What follows belongs to an exercise in optimizing a design on an open flow for small area; a production flow would make more cautious choices. Only simulation tests tie the RTL to the original design; equivalence was not proved. Power is estimated from default activity; no workload was simulated.

File: design/flow/run.sh
#!/bin/bash
# synth_recipe.tcl (not shown) runs the flow's synth.tcl, then flattens the netlist and writes it again
# the make line also repeats each setting of config.mk as NAME=value (left out here)
make -C /OpenROAD-flow-scripts/flow DESIGN_CONFIG=/design/flow/config.mk WORK_HOME=/design/flow/orfs CLKGATE_MAP_FILE= SYNTH_SCRIPT=/design/flow/synth_recipe.tcl finish
File: design/flow/design.v
`default_nettype none
module arm_multicycle_core #(
  parameter int          ADDR_W    = 32,
  parameter logic [31:0] RESET_PC  = 32'h0,
  parameter int          SHIFT_EN  = 1,
  parameter int          UNDEF_NOP = 0
) (
  input  logic              clk,
  input  logic              rst_n,
  output logic              o_instr_req,
  output logic [ADDR_W-1:0] o_instr_addr,
  input  logic              i_instr_valid,
  input  logic [31:0]       i_instr,
  output logic              o_mem_req,
  output logic              o_mem_we,
  output logic [ADDR_W-1:0] o_mem_addr,
  output logic [31:0]       o_mem_wdata,
  input  logic              i_mem_ack,
  input  logic [31:0]       i_mem_rdata,
  output logic [ADDR_W-1:0] o_pc,
  output logic [3:0]        o_flags,
  output logic              o_halted
);
  typedef enum logic [2:0] {
    S_FETCH  = 3'd0,
    S_DECODE = 3'd1,
    S_EXEC   = 3'd2,
    S_MEM    = 3'd3,
    S_WB     = 3'd4,
    S_HALT   = 3'd5
  } state_t;
  localparam logic [3:0] c_AND = 4'b0000;
  localparam logic [3:0] c_EOR = 4'b0001;
  localparam logic [3:0] c_SUB = 4'b0010;
  localparam logic [3:0] c_RSB = 4'b0011;
  localparam logic [3:0] c_ADD = 4'b0100;
  localparam logic [3:0] c_CMP = 4'b1010;
  localparam logic [3:0] c_ORR = 4'b1100;
  localparam logic [3:0] c_MOV = 4'b1101;
  state_t            r_state, w_next;
  logic [ADDR_W-1:0] r_pc;
  logic [31:0]       r_ir;
  logic [31:0]       r_regs [0:15];    
  logic [3:0]        r_flags;
  logic [31:0]       r_opa, r_opb, r_rdv, r_result;
  logic              r_shc;
  logic [ADDR_W-1:0] r_maddr;
  logic [3:0] w_cond, w_cmd, w_rn, w_rd, w_rm, w_rot;
  logic [1:0] w_op, w_sh;
  logic [4:0] w_imm5;
  logic       w_i, w_s;
  assign w_cond = r_ir[31:28];
  assign w_op   = r_ir[27:26];
  assign w_i    = r_ir[25];
  assign w_cmd  = r_ir[24:21];
  assign w_s    = r_ir[20];         
  assign w_rn   = r_ir[19:16];
  assign w_rd   = r_ir[15:12];
  assign w_rot  = r_ir[11:8];
  assign w_imm5 = r_ir[11:7];
  assign w_sh   = r_ir[6:5];
  assign w_rm   = r_ir[3:0];
  logic [31:0]       w_pc32, w_pc8, w_rn_val, w_rd_val, w_rm_val;
  logic [ADDR_W-1:0] w_pc_inc;
  always_comb begin
    w_pc32             = '0;
    w_pc32[ADDR_W-1:0] = r_pc;
  end
  assign w_pc8    = w_pc32 + 32'd8;
  assign w_pc_inc = r_pc + ADDR_W'(4);
  assign w_rn_val = (w_rn == 4'd15) ? w_pc8 : r_regs[w_rn];
  assign w_rd_val = (w_rd == 4'd15) ? w_pc8 : r_regs[w_rd];
  assign w_rm_val = (w_rm == 4'd15) ? w_pc8 : r_regs[w_rm];
  logic w_n, w_z, w_c, w_v, w_cond_pass;
  assign {w_n, w_z, w_c, w_v} = r_flags;
  always_comb begin
    w_cond_pass = 1'b0;
    case (w_cond)
      4'b0000: w_cond_pass = w_z;
      4'b0001: w_cond_pass = ~w_z;
      4'b0010: w_cond_pass = w_c;
      4'b0011: w_cond_pass = ~w_c;
      4'b0100: w_cond_pass = w_n;
      4'b0101: w_cond_pass = ~w_n;
      4'b0110: w_cond_pass = w_v;
      4'b0111: w_cond_pass = ~w_v;
      4'b1000: w_cond_pass = w_c & ~w_z;
      4'b1001: w_cond_pass = ~w_c | w_z;
      4'b1010: w_cond_pass = (w_n == w_v);
      4'b1011: w_cond_pass = (w_n != w_v);
      4'b1100: w_cond_pass = ~w_z & (w_n == w_v);
      4'b1101: w_cond_pass = w_z | (w_n != w_v);
      4'b1110: w_cond_pass = 1'b1;
      default: w_cond_pass = 1'b0;
    endcase
  end
  logic w_cmd_ok, w_is_dp, w_is_ls, w_is_b, w_undef, w_is_cmp;
  always_comb begin
    case (w_cmd)
      c_AND, c_EOR, c_SUB, c_RSB, c_ADD, c_ORR, c_MOV, c_CMP: w_cmd_ok = 1'b1;
      default:                                                w_cmd_ok = 1'b0;
    endcase
  end
  assign w_is_dp  = (w_op == 2'b00) & w_cmd_ok & ~(~w_i & r_ir[4]);
  assign w_is_ls  = (w_op == 2'b01) & ~w_i & ~r_ir[22] & r_ir[24] & ~r_ir[21];
  assign w_is_b   = (w_op == 2'b10) & r_ir[25] & ~r_ir[24];
  assign w_undef  = ~(w_is_dp | w_is_ls | w_is_b);
  assign w_is_cmp = (w_cmd == c_CMP);
  logic [31:0] w_op2;
  logic        w_shc;
  logic [32:0] w_t33;
  logic [63:0] w_t64;
  always_comb begin
    w_op2 = w_rm_val;
    w_shc = w_c;
    w_t33 = '0;
    w_t64 = '0;
    if (w_i) begin
      w_t64 = {24'd0, r_ir[7:0], 24'd0, r_ir[7:0]} >> {w_rot, 1'b0};
      w_op2 = w_t64[31:0];
      w_shc = (w_rot == 4'd0) ? w_c : w_op2[31];
    end else if ((SHIFT_EN != 0) && (w_imm5 != 5'd0)) begin
      case (w_sh)
        2'b00: begin
          w_t33 = {1'b0, w_rm_val} << w_imm5;
          w_op2 = w_t33[31:0];
          w_shc = w_t33[32];
        end
        2'b01: begin
          w_t33 = {w_rm_val, 1'b0} >> w_imm5;
          w_op2 = w_t33[32:1];
          w_shc = w_t33[0];
        end
        2'b10: begin
          w_t33 = 33'($signed({w_rm_val, 1'b0}) >>> w_imm5);
          w_op2 = w_t33[32:1];
          w_shc = w_t33[0];
        end
        default: begin
          w_t64 = {w_rm_val, w_rm_val} >> w_imm5;
          w_op2 = w_t64[31:0];
          w_shc = w_op2[31];
        end
      endcase
    end
  end
  logic [31:0] w_alu_res;
  logic [3:0]  w_alu_flags;
  logic [32:0] w_sum;
  always_comb begin
    w_alu_res   = '0;
    w_sum       = '0;
    w_alu_flags = r_flags;
    case (w_cmd)
      c_AND: w_alu_res = r_opa & r_opb;
      c_EOR: w_alu_res = r_opa ^ r_opb;
      c_ORR: w_alu_res = r_opa | r_opb;
      c_MOV: w_alu_res = r_opb;
      c_SUB, c_CMP: begin
        w_sum          = {1'b0, r_opa} + {1'b0, ~r_opb} + 33'd1;
        w_alu_res      = w_sum[31:0];
        w_alu_flags[1] = w_sum[32];
        w_alu_flags[0] = (r_opa[31] ^ r_opb[31]) & (w_alu_res[31] ^ r_opa[31]);
      end
      c_RSB: begin
        w_sum          = {1'b0, r_opb} + {1'b0, ~r_opa} + 33'd1;
        w_alu_res      = w_sum[31:0];
        w_alu_flags[1] = w_sum[32];
        w_alu_flags[0] = (r_opb[31] ^ r_opa[31]) & (w_alu_res[31] ^ r_opb[31]);
      end
      c_ADD: begin
        w_sum          = {1'b0, r_opa} + {1'b0, r_opb};
        w_alu_res      = w_sum[31:0];
        w_alu_flags[1] = w_sum[32];
        w_alu_flags[0] = ~(r_opa[31] ^ r_opb[31]) & (w_alu_res[31] ^ r_opa[31]);
      end
      default: w_alu_res = '0;
    endcase
    if ((w_cmd == c_AND) || (w_cmd == c_EOR) || (w_cmd == c_ORR) || (w_cmd == c_MOV))
      w_alu_flags[1] = r_shc;
    w_alu_flags[3] = w_alu_res[31];
    w_alu_flags[2] = (w_alu_res == 32'd0);
  end
  logic [31:0] w_ea, w_btgt, w_res_al;
  assign w_ea     = r_ir[23] ? (r_opa + {20'd0, r_ir[11:0]}) : (r_opa - {20'd0, r_ir[11:0]});
  assign w_btgt   = w_pc8 + {{6{r_ir[23]}}, r_ir[23:0], 2'b00};
  assign w_res_al = {r_result[31:2], 2'b00};
  always_comb begin
    w_next      = r_state;
    o_instr_req = 1'b0;
    o_mem_req   = 1'b0;
    o_mem_we    = 1'b0;
    o_halted    = 1'b0;
    case (r_state)
      S_FETCH: begin
        o_instr_req = rst_n;      
        if (i_instr_valid) w_next = S_DECODE;
      end
      S_DECODE: begin
        if (!w_cond_pass)  w_next = S_FETCH;
        else if (w_undef)  w_next = (UNDEF_NOP != 0) ? S_FETCH : S_HALT;
        else               w_next = S_EXEC;
      end
      S_EXEC: begin
        if (w_is_dp)      w_next = w_is_cmp ? S_FETCH : S_WB;
        else if (w_is_ls) w_next = S_MEM;
        else              w_next = S_FETCH;
      end
      S_MEM: begin
        o_mem_req = 1'b1;
        o_mem_we  = ~w_s;
        if (i_mem_ack) w_next = w_s ? S_WB : S_FETCH;
      end
      S_WB:    w_next = S_FETCH;
      S_HALT: begin
        o_halted = 1'b1;
        w_next   = S_HALT;
      end
      default: w_next = S_FETCH;
    endcase
  end
  always_ff @(posedge clk or negedge rst_n) begin
    if (!rst_n) r_state <= S_FETCH;
    else        r_state <= w_next;
  end
  always_ff @(posedge clk or negedge rst_n) begin
    if (!rst_n) begin
      r_pc     <= RESET_PC[ADDR_W-1:0];
      r_ir     <= '0;
      r_flags  <= '0;
      r_opa    <= '0;
      r_opb    <= '0;
      r_rdv    <= '0;
      r_result <= '0;
      r_shc    <= 1'b0;
      r_maddr  <= '0;
      for (int i = 0; i < 16; i++) r_regs[i] <= '0;
    end else begin
      case (r_state)
        S_FETCH: if (i_instr_valid) r_ir <= i_instr;
        S_DECODE: begin
          r_opa <= w_rn_val;
          r_opb <= w_op2;
          r_shc <= w_shc;
          r_rdv <= w_rd_val;
          if (!w_cond_pass || (w_undef && (UNDEF_NOP != 0))) r_pc <= w_pc_inc;
        end
        S_EXEC: begin
          if (w_is_dp) begin
            r_result <= w_alu_res;
            if (w_s || w_is_cmp) r_flags <= w_alu_flags;
            if (w_is_cmp)        r_pc    <= w_pc_inc;
          end else if (w_is_ls) begin
            r_maddr <= {w_ea[ADDR_W-1:2], 2'b00};
          end else if (w_is_b) begin
            r_pc <= w_btgt[ADDR_W-1:0];
          end
        end
        S_MEM: begin
          if (i_mem_ack) begin
            if (w_s) r_result <= i_mem_rdata;
            else     r_pc     <= w_pc_inc;
          end
        end
        S_WB: begin
          if (w_rd == 4'd15) begin
            r_pc <= w_res_al[ADDR_W-1:0];
          end else begin
            r_regs[w_rd] <= r_result;
            r_pc         <= w_pc_inc;
          end
        end
        default: ;
      endcase
    end
  end
  assign o_instr_addr = r_pc;
  assign o_pc         = r_pc;
  assign o_flags      = r_flags;
  assign o_mem_addr   = r_maddr;
  assign o_mem_wdata  = r_rdv;
endmodule
`default_nettype wire
File: design/flow/constraint.sdc
create_clock -name core_clock -period 10.0 [get_ports {clk}]
set_input_delay 2.0000 -clock core_clock [delete_from_list [all_inputs] [get_ports {clk}]]
set_output_delay 2.0000 -clock core_clock [all_outputs]
set_load 0.01 [all_outputs]
File: design/flow/config.mk
export PLATFORM = sky130hd
export DESIGN_NAME = arm_multicycle_core
export DESIGN_NICKNAME = arm_multicycle_core
export VERILOG_FILES = /design/flow/design.v
export SDC_FILE = /design/flow/constraint.sdc
export NUM_CORES = 8
export LEC_CHECK = 0
export CAP_MARGIN = 20
export CORE_MARGIN = 2
export CORE_UTILIZATION = 40
export PLACE_DENSITY = 0.6
export SLEW_MARGIN = 20
==> flow_metrics.py <==
metrics = {
    "sta": {
        "fin_worst_skew_ns": 0.0403,
        "number_of_max_slew_violations_in_the_final_report": 0,
        "report.final.setup_viol": 0,
        "finalCritPeriodShare": 0.652,
        "max_freq_mhz": 153,
        "period_needed_ns": 6.52,
        "timing_worst_slew_pin_value_ns": 1.27,
        "hold_violations": 0,
        "setup_tns_ns": 0,
        "rsz0062_at_grt": "no",
        "timing.final.ws_setup_ns": 3.48,
        "timing.slew.headroom": 0.142,
    },
    "critical_path": {
        "crit_path_start": "r_ir[1]$_DFFE_PN0P_",
        "timing.setup.critical_path_class": "flop to flop",
        "setup.worst_path.start_class": "flop",
        "cp.required_ns": 10.56,
        "critPathMaxFanout": 52,
        "worstSetupEndpointType": "flop",
        "critPathArrivalTime_ns": 7.09,
        "regToRegStartpoint": "r_ir[1]$_DFFE_PN0P_",
    },
    "detailed_routing": {
        "drt-pass1-iter-count": 13,
        "drtIter0Drc": 11400,
        "vias_per_cell": 7.34,
        "detailroute.wirelength.met3_mm": 44.9,
        "met2_length_mm": 118,
        "detail_route.wirelength_mm": 300,
        "final_routed_drc_violation_total": 0,
        "antenna_violation_net_count_after_detailed_routing": 0,
        "wl_met1_mm": 109,
        "dr_total_vias": 57400,
        "drt-wirelength-per-cell_um": 38.4,
        "route.top_layer_used": "met5",
    },
    "synthesis": {
        "synth_common_cells": "sky130_fd_sc_hd__dfrtp_1, sky130_fd_sc_hd__mux2_2, sky130_fd_sc_hd__nand2_1, sky130_fd_sc_hd__a22oi_1, sky130_fd_sc_hd__a21oi_1",
        "synthesis.yosys.warnings": 2,
        "synthDominantAreaCellType": "sky130_fd_sc_hd__dfrtp_1",
        "syn_inst": 6065,
        "synth_top_cell_area_share": 0.327,
        "synth_async_sr_flop_share": 1.00,
        "synthesis.area_um2": 54100,
        "yosys_register_bits": 708,
        "synth.most_common_cell": "sky130_fd_sc_hd__dfrtp_1",
        "synth-edff-count": 0,
        "synth_area_per_cell_um2": 8.92,
        "postSynth.topFlopCell": "sky130_fd_sc_hd__dfrtp_1",
        "yosysSeqAreaShare": 0.327,
        "synth_top_cells_by_area": "sky130_fd_sc_hd__dfrtp_1, sky130_fd_sc_hd__mux2_2, sky130_fd_sc_hd__a22oi_1",
        "synth.distinct_cells": 110,
    },
    "placed_design": {
        "port-buffer-count": 197,
        "placed_instances": 7651,
        "pre_cts_slack_ns": 4.06,
        "routabilityCongestion": 1.10,
        "hpwlAfterDp_mm": 203,
        "detailed_place.area_um2": 57700,
    },
    "power_and_ir_drop": {
        "power_switching_share": 0.572,
        "portion_of_total_power_attributed_to_the_clock_network": 0.130,
        "pwr-share-comb": 0.631,
        "cell_internal_pwr_mw": 11.0,
        "switching_power_mw": 14.8,
        "power.density_cell_area_nw_per_um2": 425,
        "sequential_share_of_power": 0.239,
        "finalPower_mw": 25.8,
        "cellLeakagePower_nw": 25.9,
        "ir_worst_vdd_uv": 193,
    },
    "clocking": {
        "tritoncts_clock_tree": "done",
        "clk_path_buf_depth": 3,
        "clk_pin_slew_ns": 0.06,
        "postCtsSetupBuffers": 0,
        "cts-buffers-inserted": 86,
        "post_cts_resized": 0,
        "hold_buffers": 0,
        "clockRootBuffer": "sky130_fd_sc_hd__clkbuf_16",
        "cts.sinks": 708,
        "worstSkewPairLatency_ns": 0.74,
        "cts_htree_levels": 3,
    },
    "min_path": {
        "holdCritPathClass": "flop to flop",
        "holdCritStartpoint": "r_maddr[13]$_DFFE_PN0P_",
    },
    "cells_and_area": {
        "multi_input_comb_area_um2": 33800,
        "seqCellArea_um2": 17700,
        "post_route_cells_drive_above_1_share": 0.172,
        "fillCellCount": 12900,
        "layoutNonFillerInstCount": 7816,
        "relative_area_change_from_synthesis_to_final_layout_pct": 12.2,
        "finalNetCount": 6246,
        "design_area_um2": 60700,
    },
    "floorplan": {
        "num_rows": 134,
        "dieWidth_um": 372,
        "die_height_um": 372,
        "initial_standard_cell_utilization_of_the_core": 0.404,
        "core_region_area_um2": 134000,
        "area_of_the_die_um2": 138000,
        "top_level_ports": 204,
    },
    "global_route": {
        "gr-total-overflow": 0,
        "initial_antenna_violation_count": 19,
        "globalRouteTotalUtil": 0.420,
        "first_pass_grt_wire_length_mm": 416,
        "grt_start_max_net_pins": 140,
        "via_count_of_the_first_global_routing_pass": 53800,
    },
    "flow_run": {
        "cap_viol_max_count": 0,
    },
    "outcome": {
        "status": "complete, no violations",
    },
}
through the flow:
stage | utilization | hold WS (ns)
3_3_place_gp | 0.431 | 0.464
4_1_cts | 0.453 | 0.482
2_1_floorplan | - | 0.486
3_5_place_dp | 0.431 | 0.469
5_1_grt | 0.454 | 0.489
6_report | 0.454 | 0.474
critical path, stage by stage (launching register included):
cell	delay [ns]
sky130_fd_sc_hd__dfrtp_1	0.55
sky130_fd_sc_hd__inv_1	0.33
sky130_fd_sc_hd__ha_4	0.74
sky130_fd_sc_hd__inv_1	0.35
sky130_fd_sc_hd__a22o_1	0.46
sky130_fd_sc_hd__buf_4	0.33
sky130_fd_sc_hd__nor4_1	0.76
sky130_fd_sc_hd__a2bb2oi_2	0.90
sky130_fd_sc_hd__o21ai_0	0.20
sky130_fd_sc_hd__a311oi_1	0.81
sky130_fd_sc_hd__nor2_1	0.17
sky130_fd_sc_hd__o21ai_0	0.23
sky130_fd_sc_hd__a21oi_1	0.10
sky130_fd_sc_hd__a21oi_1	0.25
sky130_fd_sc_hd__o21ai_0	0.11
layout make-up:
type / instances / area share
Timing Repair Buffer: 382 / 0.0558
Sequential cell: 708 / 0.292
Antenna cell: 12 / 0.000495
Inverter: 160 / 0.00989
Clock inverter: 33 / 0.00806
Clock buffer: 118 / 0.0401
Multi-Input combinational cell: 4635 / 0.557
Tap cell: 1768 / 0.0364
power groups by stage:
stage / clock network [mW] / registers (mW) / logic, mW
2_1_floorplan: 0 / 4.77 / 9.64
3_3_place_gp: 0 / 6.01 / 15.3
3_5_place_dp: 0 / 6.02 / 15.3
4_1_cts: 3.37 / 5.97 / 15.3
5_1_grt: 3.47 / 6.17 / 16.7
6_report: 3.36 / 6.17 / 16.3
worst paths after layout:
path | end | slack (ns) | cells after the start
max in group asynchronous | r_regs[0][9]$_DFFE_PN0P_ | 5.12 | 5
worst min register to register | r_maddr[13]$_DFFE_PN0P_ | 0.47 | 2
worst max register to register | r_opb[1]$_DFFE_PN0P_ | 3.48 | 14
worst min-delay path | r_maddr[13]$_DFFE_PN0P_ | 0.47 | 2
min in group asynchronous | r_ir[24]$_DFFE_PN0P_ | 1.22 | 1
worst max-delay path | r_opb[1]$_DFFE_PN0P_ | 3.48 | 14
placed cells by master (no fill, tap or decap), types with 23 or more instances in the layout:
cell type | netlist | layout
sky130_fd_sc_hd__buf_4 | 47 | 180
sky130_fd_sc_hd__xor2_1 | 38 | 38
sky130_fd_sc_hd__o211ai_1 | 53 | 53
sky130_fd_sc_hd__o21bai_1 | 26 | 26
sky130_fd_sc_hd__clkdlybuf4s50_1 | 0 | 196
sky130_fd_sc_hd__o31ai_1 | 60 | 60
sky130_fd_sc_hd__nand4_1 | 97 | 97
sky130_fd_sc_hd__clkbuf_16 | 0 | 87
sky130_fd_sc_hd__mux2_2 | 535 | 535
sky130_fd_sc_hd__a222oi_1 | 88 | 88
sky130_fd_sc_hd__dfrtp_1 | 708 | 699
sky130_fd_sc_hd__nor3_1 | 94 | 81
sky130_fd_sc_hd__a21o_1 | 61 | 61
sky130_fd_sc_hd__or3_1 | 26 | 26
sky130_fd_sc_hd__xnor2_1 | 78 | 77
sky130_fd_sc_hd__a211oi_1 | 59 | 59
sky130_fd_sc_hd__nor2b_1 | 39 | 37
sky130_fd_sc_hd__o221ai_1 | 74 | 74
sky130_fd_sc_hd__a221oi_1 | 72 | 72
sky130_fd_sc_hd__inv_1 | 150 | 149
sky130_fd_sc_hd__nand2_1 | 443 | 426
sky130_fd_sc_hd__o21a_1 | 23 | 23
sky130_fd_sc_hd__a22o_1 | 29 | 29
sky130_fd_sc_hd__o21ai_0 | 341 | 341
sky130_fd_sc_hd__a31oi_1 | 65 | 64
sky130_fd_sc_hd__nor4_1 | 34 | 33
sky130_fd_sc_hd__nor2_1 | 404 | 385
sky130_fd_sc_hd__nand2b_1 | 52 | 51
sky130_fd_sc_hd__a22oi_1 | 432 | 432
sky130_fd_sc_hd__ha_1 | 202 | 198
sky130_fd_sc_hd__and2_1 | 30 | 29
sky130_fd_sc_hd__nand3_1 | 151 | 151
sky130_fd_sc_hd__a21oi_1 | 406 | 405
sky130_fd_sc_hd__and3_1 | 34 | 32
sky130_fd_sc_hd__o22ai_1 | 77 | 77
sky130_fd_sc_hd__mux2i_1 | 137 | 137
routing by layer:
| layer | track usage | up-vias |
|---|---|---|
| met5 | 0.00979 | - |
| met4 | 0.305 | 24 |
| met3 | 0.177 | 1456 |
| met2 | 0.579 | 5116 |
| met1 | 0.521 | 27900 |
| li1 | - | 22900 |
registers in the layout, summed over array words and instances (netlist names):
name,count
r_result,32
r_opb,32
r_rdv,32
r_pc,30
r_flags,4
r_opa,32
r_ir,32
r_maddr,30
r_regs,480
r_state,3
r_shc,1
kinds of logic after synthesis:
| logic type | after synthesis | share of synthesized area |
|---|---|---|
| AO/OA/AOI/OAI | 2106 | 0.270 |
| XOR/XNOR | 121 | 0.0205 |
| adder cells (fa/ha/maj) | 205 | 0.0478 |
| buffers and inverters | 727 | 0.0552 |
| flip-flops | 708 | 0.327 |
| multiplexers | 695 | 0.146 |
| other | 1 | 0.0000693 |
| AND/OR/NAND/NOR | 1502 | 0.133 |

what the ideal ports hide:
How much do the figures lean on ideal ports? The routed layout below was timed once more, with nothing changed but the port constraints. Step 1 assumes that a clkbuf_16 drives the clock port and a buf_2 every other input. Step 2 adds t to the input delays and takes it off the output delays; t is the mean of the earliest and latest rising clock arrival at the registers after step 1. Input paths then give back, and output paths get back, about the clock's delay inside the block. a / b / c = no drivers / after step 1 / after step 2; a / b = the first two.
shift t [ns]: 0.795
setup WS [ns]: 3.479 / 3.479 / 3.479
latest minus earliest clock arrival (ns): 0.042 / 0.042
cell pins on the clock port's net: 1
After both steps setup and hold are still met in this run. The setup slack of this run moves by 0.000 ns with the drivers and by 0.000 ns with both steps.
